Source: an optimization exercise on an open RTL-to-GDS flow (aim: small area, a short achievable clock period and few clock cycles per item). Production flows keep margins and buffers that such runs may drop.
RTL that was checked went through simulation tests only; none was proved equivalent to the original.
No activity file was given, so power comes from the tool's default toggle rates.

== lane 1 ==
// multitouch_slot_event_decoder_unit
module multitouch_slot_event_decoder_unit (
    input  logic               i_clk,
    input  logic               i_rst_n,
    input  logic               i_event_valid,
    output logic               o_event_ready,
    input  logic [4:0]         i_event_type,
    input  logic [9:0]         i_event_code,
    input  logic signed [31:0] i_event_value,
    input  logic [31:0]        i_time_seconds,
    input  logic [19:0]        i_time_microseconds,
    output logic               o_result_valid,
    input  logic               i_result_ready,
    output logic               o_result_processed,
    output logic               o_result_slot_index,
    output logic               o_result_slot_valid,
    output logic [15:0]        o_result_slot_x,
    output logic [15:0]        o_result_slot_y,
    output logic [7:0]         o_result_slot_pressure,
    output logic [1:0]         o_result_slot_kind,
    output logic [1:0]         o_result_touch_count,
    output logic [41:0]        o_result_report_time_ms,
    input  logic               i_cfg_valid,
    output logic               o_cfg_ready,
    input  logic [3:0]         i_cfg_index,
    input  logic [11:0]        i_cfg_data
);
clock: 9.0 ns
lec_check: 0
cap_margin: 20
core_margin: 2
core_utilization: 60
cts_buf_list: sky130_fd_sc_hd__clkbuf_4
setup_slack_margin: 5
slew_margin: 20
standard.sh (not shown) runs the stock make flow with config.mk's settings and CLKGATE_MAP_FILE= SYNTH_SCRIPT=/design/flow/synth_recipe.tcl, a recipe that flattens the netlist after the stock synthesis.
==> flow/flow/run.sh <==
#!/bin/bash
# the standard layout, with the port buffers made from the smallest plain buffer
# (the resizer still upsizes the ones on critical paths)
cp standard.sh standard_sh.log
export BUFFER_PORTS_ARGS="-buffer_cell sky130_fd_sc_hd__buf_1"
bash standard.sh > standard.log 2>&1
Lane 1 went all the way through synthesis, placement and routing and the layout is clean on timing, DRC and antenna.
Testbench counts of lane 1, summed over its fixed seeds: cycles 12,044, items 12,012.
Modified inputs, lane 2 compared to lane 1
Settings: CORE_UTILIZATION now 50, was 60; CTS_BUF_LIST now sky130_fd_sc_hd__clkbuf_8, was sky130_fd_sc_hd__clkbuf_4.
Results
Critical path depth ends up higher on lane 2. Per the comparison of lane 2 with lane 1, average wire per cell in the routed design up 0.92%, proportion of cell area occupied by multi-input gates down 0.50 points, fraction of power consumed by the clock network up 0.7 points, wire length of the first global-routing pass up 1.6%, post-layout minimum cycle time up 0.014 ns. Relative to lane 1, the clock skew of lane 2 is lower by 0.042 ns. Lane 2: all stages complete, timing, DRC and antenna checks passed.
## Diff of input files: lane 3 against lane 2
Settings: CORE_UTILIZATION now 40, was 50.
==> comparison <==
Lane 2 reports its type of the worst setup path as flop to flop while lane 3 reports primary input to flop.
The lower peak supply drop came out of lane 2.
Changes observed in lane 3 relative to lane 2: fraction of the cycle the final worst path needs went up; power consumption grew by about 3.5%; sequential share of layout area down 0.45 points; maximum fanout along the worst path has increased.
Hold slack in lane 3 is 0.033 ns below lane 2.
Lane 3 vs lane 2: clock-buffer cell count up by more than 10%
#### Input delta (lane 4 over lane 3)
Settings: swapping sky130_fd_sc_hd__clkbuf_8 for sky130_fd_sc_hd__clkbuf_4 in CTS_BUF_LIST; swapping 40 for 60 in CORE_UTILIZATION; putting ABC_AREA at 1 where nothing was set.
Against lane 3, first-iteration DRC count in lane 4 rose by more than a quarter. Lane 4 vs. lane 3: part of the power in the clock network went down by 7.4 points. The uppermost signal routing layer after detailed routing comes out met5 in one run and met4 in the other, namely in lane 4 and lane 3 respectively. Lane 3 -> lane 4: total power increased slightly. Between lane 3 and lane 4, the flow reports final cell count increasing by a little under 10%. Relative to lane 3, the final cell area reported for lane 4 is higher. [compare] base=lane 3 new=lane 4: xor and xnor fraction of the mapped netlist area went down; final period demand of the worst path went up.


multitouch_slot_event_decoder_unit again, from the RTL that the note above started with.
==> flow/config.mk <==
export PLATFORM = sky130hd
export DESIGN_NAME = multitouch_slot_event_decoder_unit
export DESIGN_NICKNAME = multitouch_slot_event_decoder_unit
export VERILOG_FILES = /design/flow/design.v
export SDC_FILE = /design/flow/constraint.sdc
export NUM_CORES = 4
export LEC_CHECK = 0
export CAP_MARGIN = 20
export CORE_MARGIN = 2
export CORE_UTILIZATION = 60
export CTS_BUF_LIST = sky130_fd_sc_hd__clkbuf_8
export SETUP_SLACK_MARGIN = 5
export SLEW_MARGIN = 20
==> flow/constraint.sdc <==
create_clock -name core_clock -period 9.0 [get_ports {i_clk}]
set_input_delay 1.8000 -clock core_clock [delete_from_list [all_inputs] [get_ports {i_clk}]]
set_output_delay 1.8000 -clock core_clock [all_outputs]
set_load 0.01 [all_outputs]
==> flow/flow/run.sh <==
#!/bin/bash
cp standard.sh standard_sh.log
export BUFFER_PORTS_ARGS="-buffer_cell sky130_fd_sc_hd__buf_1"
bash standard.sh SETUP_SLACK_MARGIN=5.3 finish > standard.log 2>&1
Testbench counts at the start, summed over its fixed seeds: cycles 12,044, items 12,012.
Then changed:
==> flow/flow/run.sh (replaced) <==
#!/bin/bash
# the standard layout, with the port buffers made from the smallest plain buffer
# (the resizer still upsizes the ones on critical paths)
cp standard.sh standard_sh.log
export BUFFER_PORTS_ARGS="-buffer_cell sky130_fd_sc_hd__buf_1"
bash standard.sh > standard.log 2>&1
Count of clock-buffer cells in the layout drops by 2.
First-iteration DRC count drops by 17%.
Clock power barely changes.
Non-clock buffer count drops by 88.
Final area drops by 4.2%.
Utilization drops by 2.9 points.
Wire length drops by 4.9%.
Critical path depth does not change.
Sequential share of layout area climbs by 1.3 points.
Then changed:
Settings changed: TNS_END_PERCENT set to 10.
Global-route usage decreases by 0.17 points.
Core utilization falls by 0.21 points.
Sequential power barely changes.
Power falls slightly.
Count of clock-buffer cells in the layout goes up by 3.
Die area does not change.
Via count shrinks slightly.


== P ==
multitouch_slot_event_decoder_unit, a different RTL version from the one above (not shown whole).
For scale: ~2300 cells after synthesis, ~270 flip-flops, roughly 210 I/O pins.
Settings: LEC_CHECK=0, CAP_MARGIN=20, CORE_MARGIN=2, CORE_UTILIZATION=40, SETUP_SLACK_MARGIN=5, SLEW_MARGIN=20; clock period 9.0 ns.
==> flow/flow/run.sh <==
#!/bin/bash
# the standard layout, with the port buffers made from the smallest plain buffer
# (the resizer still upsizes the ones on critical paths), and the resizer free to
# pick any size of a cell, not only sizes of the same footprint
cp standard.sh standard_sh.log
export BUFFER_PORTS_ARGS="-buffer_cell sky130_fd_sc_hd__buf_1"
bash standard.sh MATCH_CELL_FOOTPRINT=0 finish > standard.log 2>&1
Testbench counts of P, summed over its fixed seeds: cycles 12,044, items 12,012.
Changes in Q relative to P:
- CTS_BUF_LIST: unset -> sky130_fd_sc_hd__clkbuf_8
==> flow/flow/run.sh <==
#!/bin/bash
# the standard layout, with the port buffers made from the smallest plain buffer
# (the resizer still upsizes the ones on critical paths)
cp standard.sh standard_sh.log
export BUFFER_PORTS_ARGS="-buffer_cell sky130_fd_sc_hd__buf_1"
bash standard.sh > standard.log 2>&1
## What came out
Re count of H-tree levels built during CTS: Q is 1 up on P.
Between P and Q, the final net count figures differ only marginally.
P → Q: leakage dissipation comparable, clock-buffer cell count increased 24%, part of the power in combinational logic moved up, utilization lost 0.20 points.
Relative to P, the wire length of the first global-routing pass measured on Q has increased slightly.
From P to Q the numbers moved as follows: final design area excluding fillers down 0.44%; worst hold margin dropped 0.0034 ns.


Another version of the RTL of multitouch_slot_event_decoder_unit (not shown whole).
Size: about 2400 cells after synthesis, about 270 flip-flops, roughly 22000 um2 of cells after synthesis.
export LEC_CHECK = 0
export CAP_MARGIN = 20
export CORE_MARGIN = 2
export CORE_UTILIZATION = 50
export CTS_BUF_LIST = sky130_fd_sc_hd__clkbuf_4
export SETUP_SLACK_MARGIN = 5
export SLEW_MARGIN = 20
create_clock -name core_clock -period 9.0 [get_ports {i_clk}]
==> flow/flow/run.sh <==
#!/bin/bash
# the standard layout, with the port buffers made from the smallest plain buffer
# (the resizer still upsizes the ones on critical paths)
cp standard.sh standard_sh.log
export BUFFER_PORTS_ARGS="-buffer_cell sky130_fd_sc_hd__buf_1"
bash standard.sh > standard.log 2>&1
Rerun with:
--- a/flow/config.mk
+++ b/flow/config.mk
@@ -8,6 +8,6 @@
 export CAP_MARGIN = 20
 export CORE_MARGIN = 2
-export CORE_UTILIZATION = 50
-export CTS_BUF_LIST = sky130_fd_sc_hd__clkbuf_4
+export CORE_UTILIZATION = 60
+export CTS_BUF_LIST = sky130_fd_sc_hd__clkbuf_8
 export SETUP_SLACK_MARGIN = 5
 export SLEW_MARGIN = 20
Synthesized cell count stays the same. Cell area is about the same. Combinational power barely changes. Clock-buffer cell count is lower by 46. Non-clock buffer count stays the same. Power is higher by about 0.8%. Wire length is lower by 3.0%. First-iteration DRC count is higher by 5.6%. Global-route usage is higher by 4.2 points.
No run of this note included a check of the RTL's function; only the layout flow was run.


multitouch_slot_event_decoder_unit, a different RTL version from the one above (not shown whole).
For scale: ~2300 cells after synthesis, about 270 flip-flops, ~210 I/O pins, roughly 0.022 mm2 of cells after synthesis.
clock: 9.0 ns
lec_check: 0
cap_margin: 20
core_margin: 2
core_utilization: 40
setup_slack_margin: 5
slew_margin: 20
Scripts as last shown in full above: flow/flow/run.sh
The starting point ran to the end with no violations.
Then changed:
Settings changed: ABC_AREA from default to 1.
=>
- The new run finished with timing, DRC and antenna clean
- power is higher by 9.5%
- combinational power climbs by 30%
- sequential power stays flat
- design area goes up by 7.0%
- hold slack is better by 0.014 ns
- non-clock buffer count goes down by 28
- register-to-register slack barely changes
No run of this note included a check of the RTL's function; only the layout flow was run.


== oak ==
multitouch_slot_event_decoder_unit, a different RTL version from the one above (not shown whole).
Size in the first run: about 270 flip-flops, about 210 I/O pins, roughly 23,000 µm² of cells after synthesis.
==> flow/config.mk <==
export PLATFORM = sky130hd
export DESIGN_NAME = multitouch_slot_event_decoder_unit
export DESIGN_NICKNAME = multitouch_slot_event_decoder_unit
export VERILOG_FILES = /design/flow/design.v
export SDC_FILE = /design/flow/constraint.sdc
export NUM_CORES = 4
export LEC_CHECK = 0
export ABC_AREA = 1
export CAP_MARGIN = 20
export CORE_MARGIN = 2
export CORE_UTILIZATION = 40
export SETUP_SLACK_MARGIN = 5
export SLEW_MARGIN = 20
==> flow/constraint.sdc <==
create_clock -name core_clock -period 9.0 [get_ports {i_clk}]
set_input_delay 1.8000 -clock core_clock [delete_from_list [all_inputs] [get_ports {i_clk}]]
set_output_delay 1.8000 -clock core_clock [all_outputs]
set_load 0.01 [all_outputs]
run.sh (not shown) runs the stock make flow with config.mk's settings and CLKGATE_MAP_FILE= SYNTH_SCRIPT=/design/flow/synth_recipe.tcl, a recipe that flattens the netlist after the stock synthesis.
Stock flow here: none of the scripts above is used.
Changes in maple relative to oak:
==> flow/flow/run.sh (new file) <==
#!/bin/bash
# the standard layout, with the port buffers made from the smallest plain buffer
# (the resizer still upsizes the ones on critical paths)
cp standard.sh standard_sh.log
export BUFFER_PORTS_ARGS="-buffer_cell sky130_fd_sc_hd__buf_1"
bash standard.sh > standard.log 2>&1
==> flow/standard.sh (new file) <==
#!/bin/bash
# synth_recipe.tcl (not shown) runs the flow's synth.tcl, then flattens the netlist and writes it again
# the make line also repeats each setting of config.mk as NAME=value (left out here)
make -C /OpenROAD-flow-scripts/flow DESIGN_CONFIG=/design/flow/config.mk WORK_HOME=/design/flow/orfs CLKGATE_MAP_FILE= SYNTH_SCRIPT=/design/flow/synth_recipe.tcl "${@:-finish}"
removed: flow/run.sh
--- outcome ---
- maple vs. oak: global-route wire length before repair went down; area of the multi-input gates ~0 delta; clock tree cell share of total cell area rose by 0.78 points; detailed-routed wire length on met3 went down 12%.
- | number of gates resized after CTS | lower: maple |
- maple and oak ended up with roughly the same maximum frequency from static timing analysis.
- On static leakage, the lower figure sits with maple, not oak.
- oak was larger in final cell area than maple.
- Higher critical path depth goes to oak over maple.
- ~same setup slack after layout in oak and maple
- Launching instance or port of the critical path: a_pl[43] -> oak, a_pl[5] -> maple
- Lower largest fanout on the critical path among oak and maple: oak
No functional check of the RTL was part of any run of this note.

## static timing again, ports no longer ideal
In the flow no input, the clock included, has a driving cell. The finished layouts below were timed again as built, in two steps. Step 1: set_driving_cell puts a clkbuf_16 on i_clk and a buf_2 on each other input, an assumption about the parent block. Step 2 also shifts input and output timing later by t, the mid clock arrival at the registers, as if the neighbouring blocks saw the same clock. a / b / c = ideal ports / drivers / drivers and shift; a / b = the first two.
run | shift t [ns] | slack for setup (ns) | worst hold slack (ns) | cell pins on the clock port's net
lane 1 | 0.834 | 5.074 / 5.049 / 4.397 | 0.448 / 0.448 / 0.448 | 1
lane 2 | 0.673 | 5.060 / 5.058 / 4.551 | 0.448 / 0.448 / 0.448 | 1
lane 3 | 0.688 | 4.995 / 5.028 / 4.340 | 0.415 / 0.415 / 0.415 | 1
lane 4 | 0.815 | 4.986 / 4.986 / 4.480 | 0.423 / 0.423 / 0.423 | 1
the first run of note 2 | 0.676 | 5.072 / 5.041 / 4.705 | 0.447 / 0.447 / 0.447 | 1
the second run of note 2 | 0.686 | 5.073 / 5.047 / 4.557 | 0.448 / 0.448 / 0.448 | 1
the third run of note 2 | 0.669 | 4.960 / 4.908 / 4.353 | 0.441 / 0.441 / 0.441 | 1
P | 0.635 | 5.074 / 5.053 / 4.538 | 0.424 / 0.424 / 0.424 | 1
Q | 0.690 | 5.073 / 5.053 / 4.518 | 0.421 / 0.421 / 0.421 | 1
the first run of note 4 | 0.853 | 5.069 / 5.046 / 4.479 | 0.451 / 0.451 / 0.451 | 1
the second run of note 4 | 0.660 | 5.075 / 5.052 / 4.471 | 0.417 / 0.417 / 0.417 | 1
the first run of note 5 | 0.619 | 5.012 / 5.012 / 4.618 | 0.406 / 0.406 / 0.406 | 1
the second run of note 5 | 0.599 | 5.025 / 5.025 / 4.677 | 0.420 / 0.420 / 0.420 | 1
oak | 0.623 | 4.984 / 4.984 / 4.570 | 0.417 / 0.417 / 0.417 | 1
maple | 0.628 | 4.987 / 4.987 / 4.608 | 0.419 / 0.419 / 0.419 | 1
After both steps every run listed still meets setup and hold. The setup slack of lane 1, which loses most, moves by -0.025 ns with the drivers and by -0.677 ns with both steps.
